Source: an optimization exercise on an open RTL-to-GDS flow (aim: small area). Production flows keep margins and buffers that such runs may drop. The RTL was checked by simulation tests, not by an equivalence proof against the original design. Power is estimated from default activity; no workload was simulated.

==> flow/design.v <==
package fbfl_pkg;
    localparam int POOL_BLOCKS = 256;
    localparam int BLOCK_BYTES = 64;
    localparam int POOL_BASE   = 4096;
    localparam int ADDR_W = 32;
    localparam int SIZE_W = 32;
    localparam int ERR_W  = 32;
    localparam int IDX_W  = $clog2(POOL_BLOCKS);
    localparam int CNT_W  = $clog2(POOL_BLOCKS + 1);
    localparam int OFFS_W = $clog2(BLOCK_BYTES);
    localparam int STAT_W = 3;
    localparam logic [STAT_W-1:0] ST_OK        = 3'd0;
    localparam logic [STAT_W-1:0] ST_TOO_LARGE = 3'd1;
    localparam logic [STAT_W-1:0] ST_EMPTY     = 3'd2;
    localparam logic [STAT_W-1:0] ST_FULL      = 3'd3;
    localparam logic [STAT_W-1:0] ST_NULL      = 3'd4;
    localparam logic [STAT_W-1:0] ST_BAD_ADDR  = 3'd5;
    localparam logic KIND_ALLOC = 1'b0;
    localparam logic KIND_FREE  = 1'b1;
endpackage
import fbfl_pkg::*;
module fbfl_dec16n (
    input  logic        i_en,
    input  logic [3:0]  i_idx,
    output logic [15:0] o_sel_n
);
    for (genvar j = 0; j < 16; j++) begin : g_pre
        assign o_sel_n[j] = !(i_en && (i_idx == j));
    end
endmodule
module fbfl_sel (
    input  logic i_lo_n,
    input  logic i_hi_n,
    output logic o_sel
);
    assign o_sel = !(i_lo_n || i_hi_n);
endmodule
module fbfl_dec256 (
    input  logic                   i_en,
    input  logic [IDX_W-1:0]       i_idx,
    output logic [POOL_BLOCKS-1:0] o_sel
);
    logic [15:0] lo_n, hi_n;
    fbfl_dec16n u_lo (.i_en(i_en), .i_idx(i_idx[3:0]), .o_sel_n(lo_n));
    fbfl_dec16n u_hi (.i_en(1'b1), .i_idx(i_idx[7:4]), .o_sel_n(hi_n));
    for (genvar k = 0; k < POOL_BLOCKS; k++) begin : g_sel
        fbfl_sel u_sel (.i_lo_n(lo_n[k % 16]), .i_hi_n(hi_n[k / 16]), .o_sel(o_sel[k]));
    end
endmodule
module fbfl_store (
    input  logic                         i_clk,
    input  logic [POOL_BLOCKS-1:0]       i_we,
    input  logic [IDX_W-1:0]             i_wd,
    output logic [POOL_BLOCKS*IDX_W-1:0] o_q
);
    logic [POOL_BLOCKS*IDX_W-1:0] r_q;
    for (genvar k = 0; k < POOL_BLOCKS; k++) begin : g_slot
        always_ff @(posedge i_clk) begin
            if (i_we[k]) begin
                r_q[k*IDX_W +: IDX_W] <= i_wd;
            end
        end
    end
    assign o_q = r_q;
endmodule
module fbfl_aoi3 (
    input  logic [2:0]         i_sel,
    input  logic [3*IDX_W-1:0] i_d,
    output logic [IDX_W-1:0]   o_n
);
    assign o_n = ~(({IDX_W{i_sel[0]}} & i_d[0 +: IDX_W]) |
                   ({IDX_W{i_sel[1]}} & i_d[IDX_W +: IDX_W]) |
                   ({IDX_W{i_sel[2]}} & i_d[2*IDX_W +: IDX_W]));
endmodule
module fbfl_aoi2 (
    input  logic [1:0]         i_sel,
    input  logic [2*IDX_W-1:0] i_d,
    output logic [IDX_W-1:0]   o_n
);
    assign o_n = ~(({IDX_W{i_sel[0]}} & i_d[0 +: IDX_W]) |
                   ({IDX_W{i_sel[1]}} & i_d[IDX_W +: IDX_W]));
endmodule
module fbfl_any_low #(
    parameter int N = 86
) (
    input  logic [N-1:0] i_n,
    output logic         o_any
);
    assign o_any = ~&i_n;
endmodule
module fbfl_ring (
    input  logic             i_clk,
    input  logic             i_wr_en,
    input  logic [IDX_W-1:0] i_wr_idx,
    input  logic [IDX_W-1:0] i_wr_data,
    input  logic             i_rd_en,
    input  logic [IDX_W-1:0] i_rd_idx,
    output logic [IDX_W-1:0] o_rd_data
);
    localparam int N3 = 84;              
    localparam int NG = N3 + 2;          
    logic [POOL_BLOCKS-1:0]       we, rs;
    logic [POOL_BLOCKS*IDX_W-1:0] q;
    logic [IDX_W-1:0]             grp_n [0:NG-1];
    logic [NG-1:0]                col_n [0:IDX_W-1];
    fbfl_dec256 u_wdec (.i_en(i_wr_en), .i_idx(i_wr_idx), .o_sel(we));
    fbfl_dec256 u_rdec (.i_en(i_rd_en),    .i_idx(i_rd_idx), .o_sel(rs));
    fbfl_store u_store (.i_clk(i_clk), .i_we(we), .i_wd(i_wr_data), .o_q(q));
    for (genvar g = 0; g < N3; g++) begin : g_aoi3
        fbfl_aoi3 u_aoi (
            .i_sel (rs[3*g +: 3]),
            .i_d   (q[3*g*IDX_W +: 3*IDX_W]),
            .o_n   (grp_n[g])
        );
    end
    for (genvar g = 0; g < 2; g++) begin : g_aoi2
        fbfl_aoi2 u_aoi (
            .i_sel (rs[3*N3 + 2*g +: 2]),
            .i_d   (q[(3*N3 + 2*g)*IDX_W +: 2*IDX_W]),
            .o_n   (grp_n[N3 + g])
        );
    end
    for (genvar b = 0; b < IDX_W; b++) begin : g_bit
        for (genvar g = 0; g < NG; g++) begin : g_col
            assign col_n[b][g] = grp_n[g][b];
        end
        fbfl_any_low #(.N(NG)) u_or (.i_n(col_n[b]), .o_any(o_rd_data[b]));
    end
endmodule
import fbfl_pkg::*;
module fbfl_ctrl (
    input  logic              i_clk,
    input  logic              i_rst_n,
    input  logic              i_accept,
    input  logic              i_kind,
    input  logic [SIZE_W-1:0] i_request_size,
    input  logic [ADDR_W-1:0] i_free_address,
    output logic              o_ring_wr_en,
    output logic [IDX_W-1:0]  o_ring_wr_idx,
    output logic [IDX_W-1:0]  o_ring_wr_data,
    output logic              o_ring_rd_en,
    output logic [IDX_W-1:0]  o_ring_rd_idx,
    input  logic [IDX_W-1:0]  i_ring_data,
    output logic              o_done,
    output logic [STAT_W-1:0] o_status,
    output logic [ADDR_W-1:0] o_block_address,
    output logic [ERR_W-1:0]  o_error_total,
    output logic [CNT_W-1:0]  o_outstanding_blocks
);
    logic [CNT_W-1:0]  r_head;
    logic [CNT_W-1:0]  r_tail;
    logic              r_wrapped;
    logic [ERR_W-1:0]  r_fail;
    logic              r_done;
    logic [STAT_W-1:0] r_status, n_status;
    logic              r_pop;
    logic [IDX_W-1:0]  r_slot;
    logic              r_stored;
    logic              empty, full;
    logic              too_large, in_pool;
    logic              pop, push, fail;
    logic              stored;
    logic [IDX_W-1:0]  blk;
    assign empty = (r_head == r_tail);
    assign full  = (r_head[IDX_W-1:0] == r_tail[IDX_W-1:0]) && (r_head[IDX_W] != r_tail[IDX_W]);
    assign too_large = (i_request_size > BLOCK_BYTES);
    assign in_pool = (i_free_address[ADDR_W-1:15] == '0) &&
                     (i_free_address[14:12] >= 3'd1) && (i_free_address[14:12] <= 3'd4) &&
                     (i_free_address[OFFS_W-1:0] == '0);
    always_comb begin
        pop  = 1'b0;
        push = 1'b0;
        fail = 1'b0;
        n_status = ST_OK;
        if (i_kind == KIND_ALLOC) begin
            if (too_large) begin
                n_status = ST_TOO_LARGE;
                fail     = 1'b1;
            end else if (empty) begin
                n_status = ST_EMPTY;
                fail     = 1'b1;
            end else begin
                pop = 1'b1;
            end
        end else begin
            if (full) begin
                n_status = ST_FULL;
            end else if (i_free_address == '0) begin
                n_status = ST_NULL;
            end else if (!in_pool) begin
                n_status = ST_BAD_ADDR;
            end else begin
                push = 1'b1;
            end
        end
    end
    assign o_ring_wr_en   = i_accept && push;
    assign o_ring_wr_idx  = r_tail[IDX_W-1:0];
    assign o_ring_wr_data = i_free_address[13:6];
    assign o_ring_rd_en   = stored;
    assign o_ring_rd_idx  = r_slot;
    always_ff @(posedge i_clk) begin
        if (!i_rst_n) begin
            r_head    <= '0;
            r_tail    <= 9'h100;
            r_wrapped <= 1'b0;
            r_fail    <= '0;
            r_done    <= 1'b0;
        end else begin
            r_done <= i_accept;
            if (i_accept && pop) begin
                r_head <= r_head + 1'b1;
            end
            if (i_accept && push) begin
                r_tail <= r_tail + 1'b1;
                if (r_tail[IDX_W-1:0] == '1) begin
                    r_wrapped <= 1'b1;
                end
            end
            if (i_accept && fail) begin
                r_fail <= r_fail + 1'b1;
            end
        end
    end
    always_ff @(posedge i_clk) begin
        r_status <= n_status;
        r_pop    <= (i_kind == KIND_ALLOC) && !too_large && !empty;
        r_slot   <= r_head[IDX_W-1:0];
        r_stored <= r_wrapped || (r_head[IDX_W-1:0] < r_tail[IDX_W-1:0]);
    end
    assign stored = r_stored;
    assign blk    = i_ring_data | (stored ? 8'd0 : (r_slot + 8'd64));
    assign o_done               = r_done;
    assign o_status             = r_status;
    assign o_error_total        = r_fail;
    assign o_block_address      = r_pop ? {17'd0, (blk[7:6] == 2'b00), blk, 6'd0} : '0;
    assign o_outstanding_blocks = (r_head - r_tail) ^ 9'h100;
endmodule
import fbfl_pkg::*;
module fixed_block_free_list_allocator (
    input  logic               i_clk,
    input  logic               i_rst_n,
    input  logic               start,
    output logic               busy,
    input  logic               i_kind,
    input  logic [SIZE_W-1:0]  i_request_size,
    input  logic [ADDR_W-1:0]  i_free_address,
    output logic               o_done,
    output logic [STAT_W-1:0]  o_status,
    output logic [ADDR_W-1:0]  o_block_address,
    output logic [ERR_W-1:0]   o_error_total,
    output logic [CNT_W-1:0]   o_outstanding_blocks
);
    logic             ring_wr_en;
    logic [IDX_W-1:0] ring_wr_idx;
    logic [IDX_W-1:0] ring_wr_data;
    logic             ring_rd_en;
    logic [IDX_W-1:0] ring_rd_idx;
    logic [IDX_W-1:0] ring_data;
    logic             accept;
    assign busy   = ~i_rst_n;
    assign accept = start && !busy;
    fbfl_ring u_ring (
        .i_clk     (i_clk),
        .i_wr_en   (ring_wr_en),
        .i_wr_idx  (ring_wr_idx),
        .i_wr_data (ring_wr_data),
        .i_rd_en   (ring_rd_en),
        .i_rd_idx  (ring_rd_idx),
        .o_rd_data (ring_data)
    );
    fbfl_ctrl u_ctrl (
        .i_clk                (i_clk),
        .i_rst_n              (i_rst_n),
        .i_accept             (accept),
        .i_kind               (i_kind),
        .i_request_size       (i_request_size),
        .i_free_address       (i_free_address),
        .o_ring_wr_en         (ring_wr_en),
        .o_ring_wr_idx        (ring_wr_idx),
        .o_ring_wr_data       (ring_wr_data),
        .o_ring_rd_en         (ring_rd_en),
        .o_ring_rd_idx        (ring_rd_idx),
        .i_ring_data          (ring_data),
        .o_done               (o_done),
        .o_status             (o_status),
        .o_block_address      (o_block_address),
        .o_error_total        (o_error_total),
        .o_outstanding_blocks (o_outstanding_blocks)
    );
endmodule
Settings: LEC_CHECK=0, CAP_MARGIN=20, CORE_MARGIN=2, CORE_UTILIZATION=60, SLEW_MARGIN=20, SYNTH_HIERARCHICAL=1, SYNTH_MEMORY_MAX_BITS=16384; clock period 10.0 ns.
standard.sh (not shown) runs the stock make flow with config.mk's settings and CLKGATE_MAP_FILE= SYNTH_SCRIPT=/design/flow/synth_recipe.tcl, a recipe that flattens the netlist after the stock synthesis.
==> flow/flow/run.sh <==
#!/bin/bash
# Own layout flow: the standard ORFS flow, with two changes:
#  - clock tree: no dummy loads, chosen buffer cell and sink clustering
#  - port buffers: the smallest buffer cell rather than the tool's default choice
# Each tool's full output goes to a log file in the folder this runs in.
set -euo pipefail
CTS_SIZE=30; CTS_DIAM=60
CTS="-sink_clustering_enable -repair_clock_nets -dont_use_dummy_load"
CTS="$CTS -buf_list ${CTS_BUF:-sky130_fd_sc_hd__clkbuf_16}"
if [[ -n "${CTS_SIZE:-}" ]]; then
  CTS="$CTS -sink_clustering_size $CTS_SIZE -sink_clustering_max_diameter $CTS_DIAM"
fi
export CTS_ARGS="$CTS"
export BUFFER_PORTS_ARGS="-buffer_cell sky130_fd_sc_hd__buf_1"
bash standard.sh "CTS_ARGS=$CTS_ARGS" "BUFFER_PORTS_ARGS=$BUFFER_PORTS_ARGS" finish > flow_make.log 2>&1
Then changed:
--- a/flow/design.v
+++ b/flow/design.v
@@ -69,19 +69,18 @@
     output logic [IDX_W-1:0]   o_n
 );
     assign o_n = ~(({IDX_W{i_sel[0]}} & i_d[0 +: IDX_W]) |
                    ({IDX_W{i_sel[1]}} & i_d[IDX_W +: IDX_W]) |
                    ({IDX_W{i_sel[2]}} & i_d[2*IDX_W +: IDX_W]));
 endmodule
-module fbfl_aoi2 (
-    input  logic [1:0]         i_sel,
-    input  logic [2*IDX_W-1:0] i_d,
-    output logic [IDX_W-1:0]   o_n
-);
-    assign o_n = ~(({IDX_W{i_sel[0]}} & i_d[0 +: IDX_W]) |
-                   ({IDX_W{i_sel[1]}} & i_d[IDX_W +: IDX_W]));
+module fbfl_aoi1 (
+    input  logic             i_sel,
+    input  logic [IDX_W-1:0] i_d,
+    output logic [IDX_W-1:0] o_n
+);
+    assign o_n = ~({IDX_W{i_sel}} & i_d);
 endmodule
 module fbfl_any_low #(
     parameter int N = 86
 ) (
     input  logic [N-1:0] i_n,
     output logic         o_any
@@ -94,35 +93,33 @@
     input  logic [IDX_W-1:0] i_wr_idx,
     input  logic [IDX_W-1:0] i_wr_data,
     input  logic             i_rd_en,
     input  logic [IDX_W-1:0] i_rd_idx,
     output logic [IDX_W-1:0] o_rd_data
 );
-    localparam int N3 = 84;              
-    localparam int NG = N3 + 2;          
+    localparam int N3 = 85;              
+    localparam int NG = N3 + 1;          
     logic [POOL_BLOCKS-1:0]       we, rs;
     logic [POOL_BLOCKS*IDX_W-1:0] q;
     logic [IDX_W-1:0]             grp_n [0:NG-1];
     logic [NG-1:0]                col_n [0:IDX_W-1];
     fbfl_dec256 u_wdec (.i_en(i_wr_en), .i_idx(i_wr_idx), .o_sel(we));
-    fbfl_dec256 u_rdec (.i_en(i_rd_en),    .i_idx(i_rd_idx), .o_sel(rs));
+    fbfl_dec256 u_rdec (.i_en(i_rd_en), .i_idx(i_rd_idx), .o_sel(rs));
     fbfl_store u_store (.i_clk(i_clk), .i_we(we), .i_wd(i_wr_data), .o_q(q));
     for (genvar g = 0; g < N3; g++) begin : g_aoi3
         fbfl_aoi3 u_aoi (
             .i_sel (rs[3*g +: 3]),
             .i_d   (q[3*g*IDX_W +: 3*IDX_W]),
             .o_n   (grp_n[g])
         );
     end
-    for (genvar g = 0; g < 2; g++) begin : g_aoi2
-        fbfl_aoi2 u_aoi (
-            .i_sel (rs[3*N3 + 2*g +: 2]),
-            .i_d   (q[(3*N3 + 2*g)*IDX_W +: 2*IDX_W]),
-            .o_n   (grp_n[N3 + g])
-        );
-    end
+    fbfl_aoi1 u_aoi1 (
+        .i_sel (rs[3*N3]),
+        .i_d   (q[3*N3*IDX_W +: IDX_W]),
+        .o_n   (grp_n[N3])
+    );
     for (genvar b = 0; b < IDX_W; b++) begin : g_bit
         for (genvar g = 0; g < NG; g++) begin : g_col
             assign col_n[b][g] = grp_n[g][b];
         end
         fbfl_any_low #(.N(NG)) u_or (.i_n(col_n[b]), .o_any(o_rd_data[b]));
     end
After rerunning: Final area goes down by 0.31%. Clock-buffer cell count went down by 2. Routed wire length grows by 0.83%. Worst setup slack gets worse by 0.10 ns. Power barely changes. Fmax came out lower by 1.1%. Sequential power is about the same. Cell count hardly moves. Via count increases by 0.42%. Synthesized area barely changes. Hold slack improved by 0.0083 ns.

---

Starts from the design.v that is shown in full above.
==> flow/config.mk <==
export PLATFORM = sky130hd
export DESIGN_NAME = fixed_block_free_list_allocator
export DESIGN_NICKNAME = fixed_block_free_list_allocator
export VERILOG_FILES = /design/flow/design.v
export SDC_FILE = /design/flow/constraint.sdc
export NUM_CORES = 4
export LEC_CHECK = 0
export CAP_MARGIN = 20
export CORE_MARGIN = 2
export CORE_UTILIZATION = 60
export SLEW_MARGIN = 20
export SYNTH_HIERARCHICAL = 1
export SYNTH_MEMORY_MAX_BITS = 16384
==> flow/constraint.sdc <==
create_clock -name core_clock -period 10.0 [get_ports {i_clk}]
set_input_delay 2.0000 -clock core_clock [delete_from_list [all_inputs] [get_ports {i_clk}]]
set_output_delay 2.0000 -clock core_clock [all_outputs]
set_load 0.01 [all_outputs]
==> flow/flow/run.sh <==
#!/bin/bash
# Own layout flow: the standard ORFS flow, with two changes:
#  - clock tree: no dummy loads, chosen buffer cell and sink clustering
#  - port buffers: the smallest buffer cell rather than the tool's default choice
# Each tool's full output goes to a log file in the folder this runs in.
set -euo pipefail
CTS_SIZE=35; CTS_DIAM=70
CTS="-sink_clustering_enable -repair_clock_nets -dont_use_dummy_load"
CTS="$CTS -buf_list ${CTS_BUF:-sky130_fd_sc_hd__clkbuf_16}"
if [[ -n "${CTS_SIZE:-}" ]]; then
  CTS="$CTS -sink_clustering_size $CTS_SIZE -sink_clustering_max_diameter $CTS_DIAM"
fi
export CTS_ARGS="$CTS"
export BUFFER_PORTS_ARGS="-buffer_cell sky130_fd_sc_hd__buf_1"
bash standard.sh "CTS_ARGS=$CTS_ARGS" "BUFFER_PORTS_ARGS=$BUFFER_PORTS_ARGS" finish > flow_make.log 2>&1
Rerun with:
--- a/flow/design.v
+++ b/flow/design.v
@@ -69,19 +69,18 @@
     output logic [IDX_W-1:0]   o_n
 );
     assign o_n = ~(({IDX_W{i_sel[0]}} & i_d[0 +: IDX_W]) |
                    ({IDX_W{i_sel[1]}} & i_d[IDX_W +: IDX_W]) |
                    ({IDX_W{i_sel[2]}} & i_d[2*IDX_W +: IDX_W]));
 endmodule
-module fbfl_aoi2 (
-    input  logic [1:0]         i_sel,
-    input  logic [2*IDX_W-1:0] i_d,
-    output logic [IDX_W-1:0]   o_n
-);
-    assign o_n = ~(({IDX_W{i_sel[0]}} & i_d[0 +: IDX_W]) |
-                   ({IDX_W{i_sel[1]}} & i_d[IDX_W +: IDX_W]));
+module fbfl_aoi1 (
+    input  logic             i_sel,
+    input  logic [IDX_W-1:0] i_d,
+    output logic [IDX_W-1:0] o_n
+);
+    assign o_n = ~({IDX_W{i_sel}} & i_d);
 endmodule
 module fbfl_any_low #(
     parameter int N = 86
 ) (
     input  logic [N-1:0] i_n,
     output logic         o_any
@@ -94,35 +93,33 @@
     input  logic [IDX_W-1:0] i_wr_idx,
     input  logic [IDX_W-1:0] i_wr_data,
     input  logic             i_rd_en,
     input  logic [IDX_W-1:0] i_rd_idx,
     output logic [IDX_W-1:0] o_rd_data
 );
-    localparam int N3 = 84;              
-    localparam int NG = N3 + 2;          
+    localparam int N3 = 85;              
+    localparam int NG = N3 + 1;          
     logic [POOL_BLOCKS-1:0]       we, rs;
     logic [POOL_BLOCKS*IDX_W-1:0] q;
     logic [IDX_W-1:0]             grp_n [0:NG-1];
     logic [NG-1:0]                col_n [0:IDX_W-1];
     fbfl_dec256 u_wdec (.i_en(i_wr_en), .i_idx(i_wr_idx), .o_sel(we));
-    fbfl_dec256 u_rdec (.i_en(i_rd_en),    .i_idx(i_rd_idx), .o_sel(rs));
+    fbfl_dec256 u_rdec (.i_en(i_rd_en), .i_idx(i_rd_idx), .o_sel(rs));
     fbfl_store u_store (.i_clk(i_clk), .i_we(we), .i_wd(i_wr_data), .o_q(q));
     for (genvar g = 0; g < N3; g++) begin : g_aoi3
         fbfl_aoi3 u_aoi (
             .i_sel (rs[3*g +: 3]),
             .i_d   (q[3*g*IDX_W +: 3*IDX_W]),
             .o_n   (grp_n[g])
         );
     end
-    for (genvar g = 0; g < 2; g++) begin : g_aoi2
-        fbfl_aoi2 u_aoi (
-            .i_sel (rs[3*N3 + 2*g +: 2]),
-            .i_d   (q[(3*N3 + 2*g)*IDX_W +: 2*IDX_W]),
-            .o_n   (grp_n[N3 + g])
-        );
-    end
+    fbfl_aoi1 u_aoi1 (
+        .i_sel (rs[3*N3]),
+        .i_d   (q[3*N3*IDX_W +: IDX_W]),
+        .o_n   (grp_n[N3])
+    );
     for (genvar b = 0; b < IDX_W; b++) begin : g_bit
         for (genvar g = 0; g < NG; g++) begin : g_col
             assign col_n[b][g] = grp_n[g][b];
         end
         fbfl_any_low #(.N(NG)) u_or (.i_n(col_n[b]), .o_any(o_rd_data[b]));
     end
Global-route usage is higher by 0.24 points.
Synthesized area is about the same.
Final cell count barely changes.
Routed wire length grows by 0.85%.
Via count grows by 0.53%.
Sequential power barely changes.
Die area stays flat.
Setup slack degrades by 240 ps.
Sequential cell count does not change.
Count of clock-buffer cells in the layout decreases by 1.
Cell area barely changes.

-- afterwards: timing with drivers on the ports --
How much do the figures lean on ideal ports? The routed layouts below were timed once more, with nothing changed but the port constraints.
Step 1 sets driving cells, clkbuf_16 on the clock port and buf_2 on the other inputs (assumed; they add their load-dependent delay and slew).
Step 2, shift: input delay + t, output delay - t, t = (earliest + latest rising clock arrival at the registers) / 2. This alone moves slack from input paths to output paths.
Three values: ideal ports, drivers, drivers and shift; two values: the first two.
run | shift t [ns] | slack for setup (ns) | worst data-port slew with drivers (ns) | cell pins on the clock port's net
the first run of note 1 | 0.847 | 1.183 / 1.109 / 1.956 | 0.10 | 1
the second run of note 1 | 0.845 | 1.080 / 1.001 / 1.846 | 0.06 | 1
the first run of note 2 | 0.822 | 1.305 / 1.231 / 2.053 | 0.10 | 1
the second run of note 2 | 0.815 | 1.069 / 0.991 / 1.806 | 0.05 | 1
After both steps setup and hold are still met in every run listed.
